Context: an optimization exercise on an open-source flow, tuned for small area, a short achievable clock period and few clock cycles per item. The choices shown serve that exercise and are no tape-out recipe. Only simulation tests tie the RTL to the original design; equivalence was not proved. Power and IR drop assume default switching activity.

## flow/config.mk

```make
export PLATFORM = sky130hd
export DESIGN_NAME = accumulating_pid_controller
export DESIGN_NICKNAME = accumulating_pid_controller
export VERILOG_FILES = /design/flow/design.v
export SDC_FILE = /design/flow/constraint.sdc
export NUM_CORES = 4
export LEC_CHECK = 0
export CAP_MARGIN = 20
export CORE_MARGIN = 2
export CORE_UTILIZATION = 40
export SLEW_MARGIN = 20
```

## flow/constraint.sdc

```tcl
create_clock -name core_clock -period 13.0 [get_ports {clk}]
set_input_delay 2.6000 -clock core_clock [delete_from_list [all_inputs] [get_ports {clk}]]
set_output_delay 2.6000 -clock core_clock [all_outputs]
set_load 0.01 [all_outputs]
```

## flow/run.sh

```bash
#!/bin/bash
# synth_recipe.tcl (not shown) runs the flow's synth.tcl, then flattens the netlist and writes it again
# the make line also repeats each setting of config.mk as NAME=value (left out here)
make -C /OpenROAD-flow-scripts/flow DESIGN_CONFIG=/design/flow/config.mk WORK_HOME=/design/flow/orfs CLKGATE_MAP_FILE= SYNTH_SCRIPT=/design/flow/synth_recipe.tcl finish
```

## flow/design.v

```verilog
package apid_pkg;
  localparam int DATA_W    = 32;
  localparam int FRAC_BITS = 16;
  localparam int TIME_W    = 24;
  localparam int OP_W      = 2;
  localparam int CFG_IDX_W = 3;
  localparam int US_PER_S  = 1000000;
  localparam int HALF_US   = US_PER_S / 2;
  localparam int US_W      = 20;
  localparam int DIV_RADIX = 4;
  localparam int DIV_W     = 84;
  localparam int RND_W     = 5;
  localparam int INT_DIV_W = DATA_W + TIME_W;
  localparam int DIV_ROUNDS_I = INT_DIV_W / DIV_RADIX;
  localparam int DIV_ROUNDS_D = DIV_W / DIV_RADIX;
  localparam logic [OP_W-1:0] OP_TARGET = 2'd0;
  localparam logic [OP_W-1:0] OP_MEAS   = 2'd1;
  localparam logic [OP_W-1:0] OP_UPDATE = 2'd2;
  localparam logic [OP_W-1:0] OP_RESET  = 2'd3;
  localparam logic [CFG_IDX_W-1:0] CFG_KP    = 3'd0;
  localparam logic [CFG_IDX_W-1:0] CFG_KI    = 3'd1;
  localparam logic [CFG_IDX_W-1:0] CFG_KD    = 3'd2;
  localparam logic [CFG_IDX_W-1:0] CFG_LIM   = 3'd3;
  localparam logic [CFG_IDX_W-1:0] CFG_FLOOR = 3'd4;
  localparam logic [CFG_IDX_W-1:0] CFG_CEIL  = 3'd5;
  localparam logic [3:0] DP_NONE  = 4'd0;
  localparam logic [3:0] DP_LOAD  = 4'd1;
  localparam logic [3:0] DP_EXEC  = 4'd2;
  localparam logic [3:0] DP_MUL   = 4'd3;
  localparam logic [3:0] DP_PREP  = 4'd4;
  localparam logic [3:0] DP_SCALE = 4'd5;
  localparam logic [3:0] DP_DSUM  = 4'd6;
  localparam logic [3:0] DP_INTEG = 4'd7;
  localparam logic [3:0] DP_IMUL  = 4'd8;
  localparam logic [3:0] DP_IRND  = 4'd9;
  localparam logic [3:0] DP_DRND  = 4'd10;
  localparam logic [3:0] DP_SUM   = 4'd11;
  localparam logic [3:0] DP_CTRL  = 4'd12;
  typedef struct packed {
    logic [OP_W-1:0]          operation;
    logic signed [DATA_W-1:0] value;
    logic signed [DATA_W-1:0] reset_control;
    logic [TIME_W-1:0]        elapsed_us;
  } in_t;
  typedef struct packed {
    logic signed [DATA_W-1:0] control_value;
    logic signed [DATA_W-1:0] control_change;
    logic                     skipped;
  } out_t;
  typedef struct packed {
    logic [3:0] step;
    logic       out_load;
  } cmd_t;
  typedef struct packed {
    logic [OP_W-1:0] op;
    logic            dt_zero;
    logic            div_busy;
  } sts_t;
endpackage
import apid_pkg::*;
module apid_div (
  input  logic              clk,
  input  logic              rst_n,
  input  logic              start,
  input  logic [DIV_W-1:0]  dividend,
  input  logic [TIME_W-1:0] divisor,
  input  logic [RND_W-1:0]  rounds,
  output logic [DIV_W-1:0]  quotient,
  output logic [TIME_W-1:0] remainder,
  output logic              busy
);
  logic [DIV_W-1:0]  q_r, q_nxt;
  logic [TIME_W-1:0] rem_r, rem_nxt, dvs_r;
  logic [RND_W-1:0]  cnt_r;
  logic              busy_r;
  logic [TIME_W:0]   rt;
  always_comb begin
    q_nxt = q_r;
    rt    = {1'b0, rem_r};
    for (int k = 0; k < DIV_RADIX; k++) begin
      rt    = {rt[TIME_W-1:0], q_nxt[DIV_W-1]};
      q_nxt = {q_nxt[DIV_W-2:0], 1'b0};
      if (rt >= {1'b0, dvs_r}) begin
        rt       = rt - {1'b0, dvs_r};
        q_nxt[0] = 1'b1;
      end
    end
    rem_nxt = rt[TIME_W-1:0];
  end
  always_ff @(posedge clk) begin
    if (!rst_n) begin
      busy_r <= 1'b0;
      cnt_r  <= '0;
    end else if (start) begin
      busy_r <= 1'b1;
      cnt_r  <= rounds;
      q_r    <= dividend;
      rem_r  <= '0;
      dvs_r  <= divisor;
    end else if (busy_r) begin
      q_r   <= q_nxt;
      rem_r <= rem_nxt;
      cnt_r <= cnt_r - 1'b1;
      if (cnt_r == RND_W'(1)) busy_r <= 1'b0;
    end
  end
  assign quotient  = q_r;
  assign remainder = rem_r;
  assign busy      = busy_r;
endmodule
import apid_pkg::*;
module apid_ctrl (
  input  logic clk,
  input  logic rst_n,
  input  logic in_valid,
  output logic in_ready,
  output logic out_valid,
  input  logic out_ready,
  input  apid_pkg::sts_t sts,
  output apid_pkg::cmd_t cmd
);
  localparam logic [3:0] ST_IDLE  = 4'd0;
  localparam logic [3:0] ST_EXEC  = 4'd1;
  localparam logic [3:0] ST_MUL   = 4'd2;
  localparam logic [3:0] ST_PREP  = 4'd3;
  localparam logic [3:0] ST_SCALE = 4'd4;
  localparam logic [3:0] ST_DSUM  = 4'd5;
  localparam logic [3:0] ST_WAITI = 4'd6;
  localparam logic [3:0] ST_INTEG = 4'd7;
  localparam logic [3:0] ST_IMUL  = 4'd8;
  localparam logic [3:0] ST_IRND  = 4'd9;
  localparam logic [3:0] ST_WAITD = 4'd10;
  localparam logic [3:0] ST_DRND  = 4'd11;
  localparam logic [3:0] ST_SUM   = 4'd12;
  localparam logic [3:0] ST_CTRL  = 4'd13;
  localparam logic [3:0] ST_FIN   = 4'd14;
  logic [3:0] state_r, state_nxt;
  logic       out_valid_r, out_valid_nxt;
  always_comb begin
    state_nxt    = state_r;
    cmd.step     = DP_NONE;
    cmd.out_load = 1'b0;
    in_ready     = 1'b0;
    case (state_r)
      ST_IDLE: begin
        in_ready = 1'b1;
        if (in_valid) begin
          cmd.step  = DP_LOAD;
          state_nxt = ST_EXEC;
        end
      end
      ST_EXEC: begin
        cmd.step  = DP_EXEC;
        state_nxt = ((sts.op == OP_UPDATE) && !sts.dt_zero) ? ST_MUL : ST_FIN;
      end
      ST_MUL: begin
        cmd.step  = DP_MUL;
        state_nxt = ST_PREP;
      end
      ST_PREP: begin
        cmd.step  = DP_PREP;
        state_nxt = ST_SCALE;
      end
      ST_SCALE: begin
        cmd.step  = DP_SCALE;
        state_nxt = ST_DSUM;
      end
      ST_DSUM: begin
        cmd.step  = DP_DSUM;
        state_nxt = ST_WAITI;
      end
      ST_WAITI: if (!sts.div_busy) state_nxt = ST_INTEG;
      ST_INTEG: begin
        cmd.step  = DP_INTEG;
        state_nxt = ST_IMUL;
      end
      ST_IMUL: begin
        cmd.step  = DP_IMUL;
        state_nxt = ST_IRND;
      end
      ST_IRND: begin
        cmd.step  = DP_IRND;
        state_nxt = ST_WAITD;
      end
      ST_WAITD: if (!sts.div_busy) state_nxt = ST_DRND;
      ST_DRND: begin
        cmd.step  = DP_DRND;
        state_nxt = ST_SUM;
      end
      ST_SUM: begin
        cmd.step  = DP_SUM;
        state_nxt = ST_CTRL;
      end
      ST_CTRL: begin
        cmd.step  = DP_CTRL;
        state_nxt = ST_FIN;
      end
      ST_FIN: begin
        if (!out_valid_r || out_ready) begin
          cmd.out_load = 1'b1;
          state_nxt    = ST_IDLE;
        end
      end
      default: state_nxt = ST_IDLE;
    endcase
  end
  always_comb begin
    out_valid_nxt = out_valid_r;
    if (cmd.out_load) out_valid_nxt = 1'b1;
    else if (out_ready) out_valid_nxt = 1'b0;
  end
  always_ff @(posedge clk) begin
    if (!rst_n) begin
      state_r     <= ST_IDLE;
      out_valid_r <= 1'b0;
    end else begin
      state_r     <= state_nxt;
      out_valid_r <= out_valid_nxt;
    end
  end
  assign out_valid = out_valid_r;
endmodule
import apid_pkg::*;
module apid_datapath (
  input  logic                 clk,
  input  logic                 rst_n,
  input  apid_pkg::cmd_t                 cmd,
  output apid_pkg::sts_t                 sts,
  input  apid_pkg::in_t                  in_data,
  input  logic                 cfg_we,
  input  logic [CFG_IDX_W-1:0] cfg_index,
  input  logic [DATA_W-1:0]    cfg_data,
  output apid_pkg::out_t                 out_data
);
  function automatic logic [DATA_W-1:0] mag32(input logic signed [DATA_W-1:0] x);
    mag32 = x[DATA_W-1] ? (DATA_W'(0) - unsigned'(x)) : unsigned'(x);
  endfunction
  function automatic logic signed [DATA_W-1:0] sat_mag(input logic neg,
                                                       input logic [71:0] m);
    logic [DATA_W-1:0] lo;
    lo = m[DATA_W-1:0];
    if (neg) begin
      if (m > 72'h0_8000_0000) sat_mag = 32'sh8000_0000;
      else sat_mag = signed'(DATA_W'(0) - lo);
    end else begin
      if (m > 72'h0_7FFF_FFFF) sat_mag = 32'sh7FFF_FFFF;
      else sat_mag = signed'(lo);
    end
  endfunction
  function automatic logic signed [DATA_W-1:0] sat36(input logic signed [35:0] x);
    if (x > 36'sh0_7FFF_FFFF) sat36 = 32'sh7FFF_FFFF;
    else if (x < 36'shF_8000_0000) sat36 = 32'sh8000_0000;
    else sat36 = x[DATA_W-1:0];
  endfunction
  function automatic logic signed [35:0] sx36(input logic signed [DATA_W-1:0] x);
    sx36 = {{(36-DATA_W){x[DATA_W-1]}}, x};
  endfunction
  logic signed [DATA_W-1:0] kp_r, ki_r, kd_r, floor_r, ceil_r;
  logic [DATA_W-2:0]        lim_r;
  logic signed [DATA_W-1:0] target_r, meas_r, err_r, errp_r, acc_r, ctrl_r, chg_r;
  apid_pkg::in_t                      in_r;
  logic                     skip_r;
  apid_pkg::out_t                     out_r;
  logic [2*DATA_W-1:0]      pp_r, pi_r;
  logic [INT_DIV_W-1:0]     pt_r;
  logic signed [DATA_W:0]   de_r;
  logic [2*DATA_W:0]        pd_r;
  logic [DATA_W+US_W:0]     dlo_r;
  logic [DATA_W+US_W-1:0]   dhi_r;
  logic [DIV_W-1:0]         ddiv_r;
  logic signed [DATA_W-1:0] p_r, i_r, d_r;
  logic                     div_start;
  logic [DIV_W-1:0]         div_dvd, div_q;
  logic [TIME_W-1:0]        div_dvs, div_rem;
  logic [RND_W-1:0]         div_rounds;
  logic                     div_busy;
  logic [DATA_W:0]          de_mag;
  logic [INT_DIV_W:0]       istep_mag;
  logic signed [DATA_W-1:0] istep;
  logic signed [35:0]       acc_sum, lim_p, lim_n, ctl_sum;
  logic signed [DATA_W-1:0] ctl_sat;
  logic [2*DATA_W:0]        pp_rnd, pi_rnd;
  logic [DIV_W:0]           d_rnd;
  assign div_start  = (cmd.step == DP_PREP) || (cmd.step == DP_IRND);
  assign div_dvd    = (cmd.step == DP_PREP) ? {pt_r, (DIV_W-INT_DIV_W)'(0)} : ddiv_r;
  assign div_dvs    = (cmd.step == DP_PREP) ? TIME_W'(US_PER_S) : in_r.elapsed_us;
  assign div_rounds = (cmd.step == DP_PREP) ? RND_W'(DIV_ROUNDS_I) : RND_W'(DIV_ROUNDS_D);
  apid_div u_div (
    .clk       (clk),
    .rst_n     (rst_n),
    .start     (div_start),
    .dividend  (div_dvd),
    .divisor   (div_dvs),
    .rounds    (div_rounds),
    .quotient  (div_q),
    .remainder (div_rem),
    .busy      (div_busy)
  );
  always_comb begin
    de_mag    = de_r[DATA_W] ? ((DATA_W+1)'(0) - unsigned'(de_r)) : unsigned'(de_r);
    istep_mag = (INT_DIV_W+1)'(div_q[INT_DIV_W-1:0])
              + (INT_DIV_W+1)'(div_rem >= TIME_W'(HALF_US));
    istep     = sat_mag(err_r[DATA_W-1], 72'(istep_mag));
    acc_sum   = sx36(acc_r) + sx36(istep);
    lim_p     = 36'(lim_r);
    lim_n     = 36'sd0 - lim_p;
    ctl_sum   = sx36(ctrl_r) + sx36(chg_r);
    ctl_sat   = sat36(ctl_sum);
    pp_rnd    = ({1'b0, pp_r} + (2*DATA_W+1)'(1 << (FRAC_BITS-1))) >> FRAC_BITS;
    pi_rnd    = ({1'b0, pi_r} + (2*DATA_W+1)'(1 << (FRAC_BITS-1))) >> FRAC_BITS;
    d_rnd     = ({1'b0, div_q} + (DIV_W+1)'(1 << (FRAC_BITS-1))) >> FRAC_BITS;
  end
  always_ff @(posedge clk) begin
    if (!rst_n) begin
      kp_r    <= '0;
      ki_r    <= '0;
      kd_r    <= '0;
      lim_r   <= '0;
      floor_r <= '0;
      ceil_r  <= '0;
    end else if (cfg_we) begin
      case (cfg_index)
        CFG_KP:    kp_r    <= signed'(cfg_data);
        CFG_KI:    ki_r    <= signed'(cfg_data);
        CFG_KD:    kd_r    <= signed'(cfg_data);
        CFG_LIM:   lim_r   <= cfg_data[DATA_W-2:0];
        CFG_FLOOR: floor_r <= signed'(cfg_data);
        CFG_CEIL:  ceil_r  <= signed'(cfg_data);
        default: ;
      endcase
    end
  end
  always_ff @(posedge clk) begin
    if (!rst_n) begin
      target_r <= '0;
      meas_r   <= '0;
      err_r    <= '0;
      errp_r   <= '0;
      acc_r    <= '0;
      ctrl_r   <= '0;
      chg_r    <= '0;
      skip_r   <= 1'b0;
    end else begin
      case (cmd.step)
        DP_LOAD: in_r <= in_data;
        DP_EXEC: begin
          skip_r <= (in_r.operation == OP_UPDATE) && (in_r.elapsed_us == '0);
          case (in_r.operation)
            OP_TARGET: begin
              target_r <= in_r.value;
              err_r    <= sat36(sx36(in_r.value) - sx36(meas_r));
              errp_r   <= sat36(sx36(in_r.value) - sx36(meas_r));
            end
            OP_MEAS: begin
              meas_r <= in_r.value;
              err_r  <= sat36(sx36(target_r) - sx36(in_r.value));
            end
            OP_RESET: begin
              target_r <= in_r.value;
              meas_r   <= in_r.value;
              ctrl_r   <= in_r.reset_control;
              err_r    <= '0;
              errp_r   <= '0;
              acc_r    <= '0;
              chg_r    <= '0;
            end
            default: ;
          endcase
        end
        DP_MUL: begin
          pp_r <= mag32(err_r) * mag32(kp_r);
          pt_r <= mag32(err_r) * in_r.elapsed_us;
          de_r <= {err_r[DATA_W-1], err_r} - {errp_r[DATA_W-1], errp_r};
        end
        DP_PREP: begin
          p_r  <= sat_mag(err_r[DATA_W-1] ^ kp_r[DATA_W-1], 72'(pp_rnd));
          pd_r <= de_mag * mag32(kd_r);
        end
        DP_SCALE: begin
          dlo_r <= pd_r[DATA_W:0] * US_W'(US_PER_S);
          dhi_r <= pd_r[2*DATA_W:DATA_W+1] * US_W'(US_PER_S);
        end
        DP_DSUM: ddiv_r <= DIV_W'({dhi_r, (DATA_W+1)'(0)}) + DIV_W'(dlo_r);
        DP_INTEG: begin
          if (acc_sum > lim_p) acc_r <= lim_p[DATA_W-1:0];
          else if (acc_sum < lim_n) acc_r <= lim_n[DATA_W-1:0];
          else acc_r <= acc_sum[DATA_W-1:0];
        end
        DP_IMUL: pi_r <= mag32(acc_r) * mag32(ki_r);
        DP_IRND: i_r <= sat_mag(acc_r[DATA_W-1] ^ ki_r[DATA_W-1], 72'(pi_rnd));
        DP_DRND: d_r <= sat_mag(de_r[DATA_W] ^ kd_r[DATA_W-1], 72'(d_rnd));
        DP_SUM: chg_r <= sat36(sx36(p_r) + sx36(i_r) + sx36(d_r));
        DP_CTRL: begin
          if (ctl_sat > ceil_r) ctrl_r <= ceil_r;
          else if (ctl_sat < floor_r) ctrl_r <= floor_r;
          else ctrl_r <= ctl_sat;
          errp_r <= err_r;
        end
        default: ;
      endcase
    end
  end
  always_ff @(posedge clk) begin
    if (cmd.out_load) begin
      out_r.control_value  <= skip_r ? '0 : ctrl_r;
      out_r.control_change <= chg_r;
      out_r.skipped        <= skip_r;
    end
  end
  assign out_data     = out_r;
  assign sts.op       = in_r.operation;
  assign sts.dt_zero  = (in_r.elapsed_us == '0);
  assign sts.div_busy = div_busy;
endmodule
import apid_pkg::*;
module accumulating_pid_controller (
  input  logic                 clk,
  input  logic                 rst_n,
  input  logic                 in_valid,
  output logic                 in_ready,
  input  logic [89:0]  in_data,
  output logic                 out_valid,
  input  logic                 out_ready,
  output logic [64:0] out_data,
  input  logic                 cfg_valid,
  output logic                 cfg_ready,
  input  logic [CFG_IDX_W-1:0] cfg_index,
  input  logic [DATA_W-1:0]    cfg_data
);
  apid_pkg::cmd_t cmd;
  apid_pkg::sts_t sts;
  apid_pkg::out_t out_s;
  assign out_data = out_s;
  assign cfg_ready = 1'b1;
  apid_ctrl u_ctrl (
    .clk       (clk),
    .rst_n     (rst_n),
    .in_valid  (in_valid),
    .in_ready  (in_ready),
    .out_valid (out_valid),
    .out_ready (out_ready),
    .sts       (sts),
    .cmd       (cmd)
  );
  apid_datapath u_dp (
    .clk       (clk),
    .rst_n     (rst_n),
    .cmd       (cmd),
    .sts       (sts),
    .in_data   (apid_pkg::in_t'(in_data)),
    .cfg_we    (cfg_valid & cfg_ready),
    .cfg_index (cfg_index),
    .cfg_data  (cfg_data),
    .out_data  (out_s)
  );
endmodule
```

==> flow_metrics.py <==
metrics = {
    "clock_network": {
        "clk_latency_ps": 930,
        "htree_levels": 4,
        "cts-root-buf": "clkbuf_16",
        "cts_buffers": 154,
        "cts_hold_buf": 0,
        "clk_pin_slew_ps": 60,
        "cts.path.max_buffers": 4,
        "clkSinkCount": 1232,
        "cts_tree": "built",
    },
    "route": {
        "routed_wl_mm": 703,
        "first_pass_iters": 6,
        "dr_wl_met3_mm": 52.2,
        "m1WireLength_mm": 282,
        "wl_met2_mm": 329,
        "via_per_inst": 5.40,
        "wl_per_cell_um": 23.2,
        "dr.max_layer_used": "met5",
        "drtIter0Drc": 13000,
        "detail-route-antenna-nets": 0,
        "drt_drc_violations_left": 0,
        "num_vias": 164000,
    },
    "synth": {
        "synth_area_per_cell_um2": 8.96,
        "syn_inst": 23400,
        "synthArstFlopShare": 0,
        "ys_ff_latch": 1232,
        "ys_seq_area_frac": 0.156,
        "synth_edf_count": 805,
        "synth_area_um2": 210000,
        "ys.flop_type": "edfxtp_1",
        "synth.net_count": 29000,
        "synth_cell_types": 121,
        "yosysWarningCount": 3,
    },
    "final_layout": {
        "post-route-util": 0.435,
        "layout.cells.non_filler": 30400,
        "final_common_cell": "inv_1",
        "regArea_um2": 32700,
        "area_growth_syn_to_layout_pct": 8.67,
        "mostFrequentLayoutCells": "inv_1 (4,505), nand2_1 (4,040), fa_1 (3,692), ha_1 (1,721), nor2_1 (1,125)",
        "drive_gt1_frac": 0.0543,
        "fin_nets": 28800,
        "multi_input_area_um2": 158000,
        "final_area_um2": 228000,
        "num-fill-cells": 51300,
    },
    "timing": {
        "maxSlewViolCount": 0,
        "fmax_mhz": 81.6,
        "skew_ps": 104,
        "tightest_slew_ps": 1210,
        "setup_viol": 0,
        "max-slew-margin-rel": 0.188,
        "timing.final.crit_share": 0.942,
        "hold_slack_ps": 379,
        "period_needed_ps": 12250,
        "rsz0062_at_grt": "false",
        "finalSetupTns_ps": 0,
        "setup_slack_ps": 750,
        "hold_violations": 0,
    },
    "power": {
        "p_per_area_nw_per_um2": 190,
        "finalPower_mw": 43.4,
        "peakVddDrop_uv": 881,
        "power_leakage_nw": 106,
    },
    "worst_hold_path": {
        "hold_class": "register to register",
    },
    "placed_design": {
        "gp_congestion": 0.976,
        "placed_area_um2": 223000,
        "dp_hpwl_mm": 566,
        "dp_slack_ps": 93.3,
        "port_buffers": 196,
        "placed_cells": 30000,
    },
    "global_route": {
        "grt_overflow_total": 0,
        "grt_pass1_wl_mm": 1070,
        "antenna_found_initial": 54,
        "grt_start_max_net_pins": 96,
        "groute.usage.overall": 0.266,
        "grt_pass1_vias": 168000,
    },
    "worst_setup_path": {
        "critical-path-max-stage-delay_ps": 480,
        "arrival_ps": 12820,
        "cp_max_fo": 19,
        "endpoint_kind": "register",
        "crit_path_top_delay_cell": "edfxtp_1",
        "worstPathRequired_ps": 13570,
        "crit_type": "register to register",
        "crit_path_start_kind": "register",
    },
    "job": {
        "maxCapViolCount": 0,
    },
    "floorplan": {
        "dieArea_um2": 531000,
        "die_height_um": 728,
        "core_um2": 524000,
        "fp.dieW_um": 728,
        "start_util": 0.401,
        "num_io_pins": 198,
        "num_rows": 266,
    },
    "run_status": {
        "status": "complete, no violations",
    },
}
==> cells by family (layout without fill, tap and decap cells) <==
group,Yosys count,count (layout),share of synthesized area
other,1,26,0.0000179
and+or+nand+nor,7108,7108,0.150
muxes,142,142,0.00716
DFF,1232,1232,0.156
xor gates and xnor gates,1035,1035,0.0432
adders and majority gates,5415,5415,0.455
AOI/OAI and AO/OA,2913,2913,0.0887
buffers and inverters,5575,5522,0.100
==> repair_timing <==
action / in CTS / in global routing
resized for setup: 0 / 7
pin swaps: 1 / 1
endpoints found under the setup margin: 9 / 25
setup buffers: 3 / 5
==> where the power goes <==
group          internal, mW  switching, mW
Sequential             5.70          0.409
Combinational          13.5           19.1
Clock                  2.63           1.96
Total                  21.9           21.5
==> synth_stat cells, types with 32 or more instances <==
| cell type | number | area [um2] |
|---|---|---|
| nand2b_1 | 152 | 951 |
| o311ai_0 | 35 | 307 |
| or3_1 | 59 | 369 |
| or4_1 | 43 | 323 |
| o31ai_1 | 67 | 503 |
| nor2b_1 | 179 | 1120 |
| a21oi_1 | 952 | 4760 |
| ha_1 | 1721 | 21500 |
| nor3_1 | 202 | 1010 |
| nand4_1 | 139 | 870 |
| fa_1 | 3692 | 73900 |
| a211oi_1 | 58 | 435 |
| and4_1 | 36 | 315 |
| mux2_2 | 62 | 698 |
| buf_1 | 32 | 120 |
| o21a_1 | 119 | 893 |
| nor2_1 | 1139 | 4280 |
| inv_1 | 4506 | 16900 |
| o211ai_1 | 42 | 315 |
| mux2i_1 | 79 | 791 |
| nand2_1 | 4042 | 15200 |
| dfxtp_1 | 427 | 8550 |
| a31oi_1 | 92 | 576 |
| and3_1 | 117 | 732 |
| edfxtp_1 | 805 | 24200 |
| o21ai_0 | 581 | 2910 |
| a221o_1 | 37 | 370 |
| o21bai_1 | 85 | 638 |
| buf_2 | 61 | 305 |
| a22oi_1 | 132 | 991 |
| a21boi_0 | 32 | 240 |
| nand3_1 | 290 | 1450 |
| xnor2_1 | 680 | 5960 |
| o41ai_1 | 32 | 280 |
| or2_2 | 48 | 300 |
| and2_1 | 472 | 2950 |
| clkbuf_1 | 955 | 3580 |
| a21o_1 | 337 | 2530 |
| xor2_1 | 354 | 3100 |
| nor4_1 | 85 | 532 |
==> layer usage <==
layer  global-route usage  up-vias
met1                0.346    83800
met3               0.0411     1331
met5                    0        -
met2                0.436     5924
met4                0.123       28
li1                     -    72900
==> area by class of cell <==
| cell class | count | area share |
|---|---|---|
| Multi-Input combinational cell | 16600 | 0.694 |
| Sequential cell | 1232 | 0.143 |
| Inverter | 4510 | 0.0743 |
| Tap cell | 6968 | 0.0382 |
| Timing Repair Buffer | 732 | 0.0265 |
| Clock buffer | 192 | 0.0184 |
| Clock inverter | 88 | 0.00448 |
| Antenna cell | 25 | 0.000274 |
==> worst max-delay path, delay by kind of cell, from the launching register on <==
family | cells | cell delay [ps]
buf+inv | 7 | 1060
simple gates | 10 | 1510
flops | 1 | 480
compound gates | 27 | 6600
mux | 3 | 970
fa+ha+maj | 4 | 1270
==> final timing paths <==
path	slack, ps	from	endpoint	cells past startpoint
worst max-delay path	750	u_dp.u_div.dvs_r[1]$_SDFFCE_PP0P_	u_dp.u_div.rem_r[10]$_SDFFCE_PN0P_	51
worst min-delay path	380	u_dp.dlo_r[23]$_DFFE_PP_	u_dp.ddiv_r[23]$_DFFE_PP_	0
worst max register to register	750	u_dp.u_div.dvs_r[1]$_SDFFCE_PP0P_	u_dp.u_div.rem_r[10]$_SDFFCE_PN0P_	51
worst min register to register	380	u_dp.dlo_r[23]$_DFFE_PP_	u_dp.ddiv_r[23]$_DFFE_PP_	0
==> registers in the layout, indices dropped and copies added (netlist names), 33 cells and up <==
signal	flops
u_dp.dhi_r	45
u_dp.pp_r	49
u_dp.out_r	65
u_dp.de_r	33
u_dp.in_r	90
u_dp.ddiv_r	78
u_dp.dlo_r	47
u_dp.pi_r	49
u_dp.pt_r	56
u_dp.pd_r	65
u_dp.u_div.q_r	84
Testbench counts, summed over its fixed seeds: cycles 60,856, items 2,400.

separate check: timing with driven ports:
Ports are ideal in the flow. The routed layout listed here was re-timed in OpenROAD. Step 1 sets driving cells, clkbuf_16 on the clock port and buf_2 on the other inputs (assumed; they add their load-dependent delay and slew). Step 2 adds t to the input delays and takes it off the output delays; t is the mean of the earliest and latest rising clock arrival at the registers after step 1. Input paths then give back, and output paths get back, about the clock's delay inside the block. Three values: ideal, step 1, step 2; two values: the first two.
t, ns: 1.000
setup slack, ns: 0.750 / 0.750 / 0.750
worst register clock-pin slew, ns: 0.10 / 0.10
After both steps this run still meets setup and hold. For this run, drivers alone change the setup slack by 0.000 ns; drivers and shift together by 0.000 ns.
